This design comes from an exercise in tuning for small area and a short achievable clock period on the open sky130 flow, not from production work.
The RTL was checked by simulation tests, not by an equivalence proof against the original design.

==> inputs of run a <==
==> flow/design.v (excerpt) <==
module decode_stage_pipe #(
  parameter int unsigned DATA_WIDTH  = 32,
  parameter int unsigned INSTRUCTION = 32,
  parameter int unsigned ALU_CONTROL = 4,
  parameter int unsigned NUM_REGS    = 32
) (
  input  logic                   clk,
  input  logic                   rst,
  input  logic                   flush,
  input  logic                   in_valid,
  output logic                   in_ready,
  input  logic [INSTRUCTION-1:0] in_instr,
  input  logic                   wb_en,
  input  logic [4:0]             wb_rd,
  input  logic [DATA_WIDTH-1:0]  wb_data,
  output logic                   out_valid,
  input  logic                   out_ready,
  output logic [ALU_CONTROL-1:0] out_alu_control,
  output logic [DATA_WIDTH-1:0]  out_opa,
  output logic [DATA_WIDTH-1:0]  out_opb,
  output logic [DATA_WIDTH-1:0]  out_store_data,
  output logic [4:0]             out_rd,
  output logic                   out_reg_write,
  output logic                   out_load,
  output logic                   out_store,
  output logic                   out_mem_en,
  output logic [1:0]             out_mem_to_reg,
  output logic                   out_illegal
);
==> flow/config.mk <==
export PLATFORM = sky130hd
export DESIGN_NAME = decode_stage_pipe
export DESIGN_NICKNAME = decode_stage_pipe
export VERILOG_FILES = /design/flow/design.v
export SDC_FILE = /design/flow/constraint.sdc
export NUM_CORES = 4
export LEC_CHECK = 0
export CAP_MARGIN = 20
export CORE_MARGIN = 2
export CORE_UTILIZATION = 60
export CTS_BUF_LIST = sky130_fd_sc_hd__clkbuf_8
export CTS_CLUSTER_DIAMETER = 60
export CTS_CLUSTER_SIZE = 14
export SETUP_SLACK_MARGIN = 2.1
export SLEW_MARGIN = 20
export SYNTH_HIERARCHICAL = 1
export TNS_END_PERCENT = 100
==> flow/constraint.sdc <==
create_clock -name core_clock -period 5.0 [get_ports {clk}]
set_input_delay 1.0000 -clock core_clock [delete_from_list [all_inputs] [get_ports {clk}]]
set_output_delay 1.0000 -clock core_clock [all_outputs]
set_load 0.01 [all_outputs]
standard.sh (not shown) runs the stock make flow with config.mk's settings and CLKGATE_MAP_FILE= SYNTH_SCRIPT=/design/flow/synth_recipe.tcl, a recipe that flattens the netlist after the stock synthesis.
==> flow/flow/run.sh <==
#!/bin/bash
set -o pipefail
export BUFFER_PORTS_ARGS="-buffer_cell sky130_fd_sc_hd__buf_2"
cp standard.sh standard_copy.log 2>/dev/null
bash standard.sh > standard.log 2>&1
==> run b: changes against run a <==
==> flow/design.v (replaced) <==
module decode_stage_pipe #(
  parameter int unsigned DATA_WIDTH  = 32,
  parameter int unsigned INSTRUCTION = 32,
  parameter int unsigned ALU_CONTROL = 4,
  parameter int unsigned NUM_REGS    = 32
) (
  input  logic                   clk,
  input  logic                   rst,
  input  logic                   flush,
  input  logic                   in_valid,
  output logic                   in_ready,
  input  logic [INSTRUCTION-1:0] in_instr,
  input  logic                   wb_en,
  input  logic [4:0]             wb_rd,
  input  logic [DATA_WIDTH-1:0]  wb_data,
  output logic                   out_valid,
  input  logic                   out_ready,
  output logic [ALU_CONTROL-1:0] out_alu_control,
  output logic [DATA_WIDTH-1:0]  out_opa,
  output logic [DATA_WIDTH-1:0]  out_opb,
  output logic [DATA_WIDTH-1:0]  out_store_data,
  output logic [4:0]             out_rd,
  output logic                   out_reg_write,
  output logic                   out_load,
  output logic                   out_store,
  output logic                   out_mem_en,
  output logic [1:0]             out_mem_to_reg,
  output logic                   out_illegal
);
  localparam logic [3:0] ALU_ADD = 4'b0000, ALU_SUB = 4'b0001, ALU_SLL = 4'b0010,
                         ALU_SLT = 4'b0011, ALU_SLTU = 4'b0100, ALU_XOR = 4'b0101,
                         ALU_SRL = 4'b0110, ALU_SRA = 4'b0111, ALU_OR = 4'b1000,
                         ALU_AND = 4'b1001;
  localparam logic [6:0] OP_R = 7'b0110011, OP_I = 7'b0010011, OP_L = 7'b0000011,
                         OP_S = 7'b0100011, OP_LUI = 7'b0110111;
  logic [31:0] regs [1:31];
  logic [31:1] written;
  logic [4:0]  rs1, rs2;
  assign rs1 = in_instr[19:15];
  assign rs2 = in_instr[24:20];
  always_ff @(posedge clk or negedge rst) begin
    if (!rst) written <= '0;
    else if (wb_en && wb_rd != 5'd0) written[wb_rd] <= 1'b1;
  end
  logic [31:1] we, keep;
  logic [31:0] regs_d [1:31];
  always_comb begin
    for (int i = 1; i < 32; i++) begin
      we[i]   = wb_en && (wb_rd == 5'(i));
      keep[i] = !we[i];
    end
  end
  for (genvar i = 1; i < 32; i++) begin : g_wr
    for (genvar b = 0; b < 32; b++) begin : g_bit
      decode_stage_pipe_ld u_ld (.q(regs[i][b]), .keep(keep[i]), .d(wb_data[b]), .ld(we[i]),
                                 .y(regs_d[i][b]));
    end
  end
  always_ff @(posedge clk) begin
    for (int i = 1; i < 32; i++) regs[i] <= regs_d[i];
  end
  logic [31:1] sel1, sel2;
  logic [31:0] rs1_val, rs2_val;
  always_comb begin
    for (int i = 1; i < 32; i++) begin
      sel1[i] = (rs1 == 5'(i)) && written[i];
      sel2[i] = (rs2 == 5'(i)) && written[i];
    end
  end
  for (genvar b = 0; b < 32; b++) begin : g_rd
    logic [31:1] col;
    for (genvar i = 1; i < 32; i++) begin : g_col
      assign col[i] = regs[i][b];
    end
    decode_stage_pipe_rdbit u_rd1 (.sel(sel1), .d(col), .y(rs1_val[b]));
    decode_stage_pipe_rdbit u_rd2 (.sel(sel2), .d(col), .y(rs2_val[b]));
  end
  logic [6:0] opcode;
  logic [2:0] fun3;
  logic       bit30;
  logic       is_r, is_i, is_l, is_s, is_lui, is_ill;
  logic [3:0] dec_alu;
  logic [31:0] dec_opa, dec_opb;
  logic       rs1_used, rs2_used;
  assign opcode = in_instr[6:0];
  assign fun3   = in_instr[14:12];
  assign bit30  = in_instr[30];
  assign is_r   = (opcode == OP_R);
  assign is_i   = (opcode == OP_I);
  assign is_l   = (opcode == OP_L);
  assign is_s   = (opcode == OP_S);
  assign is_lui = (opcode == OP_LUI);
  assign is_ill = !(is_r || is_i || is_l || is_s || is_lui);
  assign rs1_used = is_r || is_i || is_l || is_s;
  assign rs2_used = is_r || is_s;
  always_comb begin
    dec_alu = ALU_ADD;
    if (is_r || is_i) begin
      unique case (fun3)
        3'b000: dec_alu = (is_r && bit30) ? ALU_SUB : ALU_ADD;
        3'b001: dec_alu = ALU_SLL;
        3'b010: dec_alu = ALU_SLT;
        3'b011: dec_alu = ALU_SLTU;
        3'b100: dec_alu = ALU_XOR;
        3'b101: dec_alu = bit30 ? ALU_SRA : ALU_SRL;
        3'b110: dec_alu = ALU_OR;
        3'b111: dec_alu = ALU_AND;
      endcase
    end
  end
  assign dec_opa = rs1_val;   
  always_comb begin
    dec_opb = '0;
    if (is_r)               dec_opb = rs2_val;
    else if (is_i || is_l)  dec_opb = {{20{in_instr[31]}}, in_instr[31:20]};
    else if (is_s)          dec_opb = {{20{in_instr[31]}}, in_instr[31:25], in_instr[11:7]};
    else if (is_lui)        dec_opb = {in_instr[31:12], 12'b0};
  end
  logic        valid_q, load_q, store_q, illegal_q;
  logic [3:0]  alu_q;
  logic [31:0] opa_q, opb_q, sdata_q;
  logic [4:0]  rd_q;
  logic        stall, free, accept;
  assign stall    = valid_q && load_q && (rd_q != 5'd0) &&
                    (((rd_q == rs1) && rs1_used) || ((rd_q == rs2) && rs2_used));
  assign free     = !valid_q || out_ready;
  assign in_ready = free && !stall && !flush;
  assign accept   = in_valid && in_ready;
  always_ff @(posedge clk or negedge rst) begin
    if (!rst)             valid_q <= 1'b0;
    else if (flush)       valid_q <= 1'b0;
    else if (accept)      valid_q <= 1'b1;
    else if (out_ready)   valid_q <= 1'b0;
  end
  localparam int unsigned FW = 4 + 32 + 32 + 32 + 5 + 3;
  logic [FW-1:0] fld_q, fld_d, fld_in, fld_ld;
  assign fld_in = {dec_alu, dec_opa, dec_opb, rs2_val, in_instr[11:7], is_l, is_s, is_ill};
  assign fld_ld = {{4{free}}, {32{free && !is_lui}}, {(FW-36){free}}};
  for (genvar b = 0; b < FW; b++) begin : g_fld
    decode_stage_pipe_ld u_ld (.q(fld_q[b]), .keep(!free), .d(fld_in[b]), .ld(fld_ld[b]),
                               .y(fld_d[b]));
  end
  always_ff @(posedge clk) fld_q <= fld_d;
  assign {alu_q, opa_q, opb_q, sdata_q, rd_q, load_q, store_q, illegal_q} = fld_q;
  assign out_valid       = valid_q;
  assign out_alu_control = alu_q;
  assign out_opa         = opa_q;
  assign out_opb         = opb_q;
  assign out_store_data  = sdata_q;
  assign out_rd          = rd_q;
  assign out_reg_write   = !(store_q || illegal_q);
  assign out_load        = load_q;
  assign out_store       = store_q;
  assign out_mem_en      = load_q || store_q;
  assign out_mem_to_reg  = {1'b0, load_q};
  assign out_illegal     = illegal_q;
endmodule
module decode_stage_pipe_rdbit (
  input  logic [31:1] sel,
  input  logic [31:1] d,
  output logic        y
);
  logic [10:0] n;
  for (genvar g = 0; g < 10; g++) begin : g_aoi
    decode_stage_pipe_aoi3 u_aoi (.s(sel[3*g+3:3*g+1]), .d(d[3*g+3:3*g+1]), .yn(n[g]));
  end
  assign n[10] = !(sel[31] && d[31]);
  assign y = !(&n);
endmodule
module decode_stage_pipe_aoi3 (
  input  logic [2:0] s,
  input  logic [2:0] d,
  output logic       yn
);
  assign yn = !(|(s & d));
endmodule
module decode_stage_pipe_ld (
  input  logic q,
  input  logic keep,
  input  logic d,
  input  logic ld,
  output logic y
);
  assign y = (q && keep) || (d && ld);
endmodule
==> flow/run.sh (new file) <==
#!/bin/bash
# synth_recipe.tcl (not shown) runs the flow's synth.tcl, then flattens the netlist and writes it again
# the make line also repeats each setting of config.mk as NAME=value (left out here)
make -C /OpenROAD-flow-scripts/flow DESIGN_CONFIG=/design/flow/config.mk WORK_HOME=/design/flow/orfs CLKGATE_MAP_FILE= SYNTH_SCRIPT=/design/flow/synth_recipe.tcl finish
- CTS_BUF_LIST: sky130_fd_sc_hd__clkbuf_8 -> not set
- CTS_CLUSTER_DIAMETER: 60 -> 100
- CTS_CLUSTER_SIZE: 14 -> 30
- SETUP_SLACK_MARGIN: 2.1 -> 2.5
- TNS_END_PERCENT: 100 -> not set
removed: flow/flow/run.sh
removed: flow/standard.sh
==> run c: changes against run a <==
--- a/flow/design.v
+++ b/flow/design.v
@@ -137,21 +137,17 @@
   assign free     = !valid_q || out_ready;
   logic hz_q;
   always_ff @(posedge clk or negedge rst) begin
     if (!rst)             hz_q <= 1'b0;
     else if (flush)       hz_q <= 1'b0;
     else if (accept)      hz_q <= is_l && (in_instr[11:7] != 5'd0);
     else if (out_ready)   hz_q <= 1'b0;
   end
-  logic [4:0] hrd_q;
-  always_ff @(posedge clk) begin
-    if (accept) hrd_q <= in_instr[11:7];
-  end
-  decode_stage_pipe_rdy u_rdy (.rs1(rs1), .rs2(rs2), .opcode(opcode), .rd(hrd_q), .hz(hz_q),
+  decode_stage_pipe_rdy u_rdy (.rs1(rs1), .rs2(rs2), .opcode(opcode), .rd(rd_q), .hz(hz_q),
                                .blk(flush || !free), .rdy(in_ready));
   assign accept   = in_valid && free && !stall && !flush;
   always_ff @(posedge clk or negedge rst) begin
     if (!rst)             valid_q <= 1'b0;
     else if (flush)       valid_q <= 1'b0;
     else if (accept)      valid_q <= 1'b1;
     else if (out_ready)   valid_q <= 1'b0;
   end
==> out/metrics.cfg <==
[status]
status = timing/DRC/antenna clean

[layout]
layout_commonest_cell = dfxtp_1

[synthesis]
synth-seq-cells = 1138

[global_route]
grtUsageMet2_pct = 72.7

[worst_setup_path]
crit_fanout = 16

# the run above: run a

==> out/metrics.cfg <==
[layout]
final_cell_mix = dfxtp_1 (1095), a22o_1 (1068), a222oi_1 (640), buf_2 (176), nand4_1 (130)
layout_commonest_cell = dfxtp_1

[pwr]
p_sw_share_pct = 29.3

[status]
status = timing/DRC/antenna clean

[worst_setup_path]
crit_fanout = 8

[synthesis]
synthSimpleGateAreaFrac_pct = 8.59
synth-seq-cells = 1133

[sta]
final.setup.tns_ps = 0

# the run above: run c

==> out/metrics.cfg <==
[synthesis]
synth-seq-cells = 1132

[status]
status = timing/DRC/antenna clean

[worst_setup_path]
crit_fanout = 9

[global_route]
grtUsageMet2_pct = 75.9

# the run above: run b

==> static timing again, ports no longer ideal <==
No port has a modelled driver above. Below, the same layouts with a new extraction and two added sets of constraints.
Step 1, drivers: a clkbuf_16 drives clk and a buf_2 each remaining input, both assumed.
Step 2, shift: input delay + t, output delay - t, t = (earliest + latest rising clock arrival at the registers) / 2. This alone moves slack from input paths to output paths.
Three values: ideal ports, drivers, drivers and shift; two values: the first two.
| run | shift t [ns] | setup slack, ns | cell pins on the clock port's net |
|---|---|---|---|
| run a | 0.863 | 1.800 / 1.843 / 0.980 | 1 |
| run b | 0.736 | 1.441 / 1.372 / 0.637 | 1 |
| run c | 0.837 | 1.938 / 1.905 / 1.068 | 1 |
After both steps every run listed still meets setup and hold. The setup slack of run c, which loses most, moves by -0.033 ns with the drivers and by -0.870 ns with both steps.
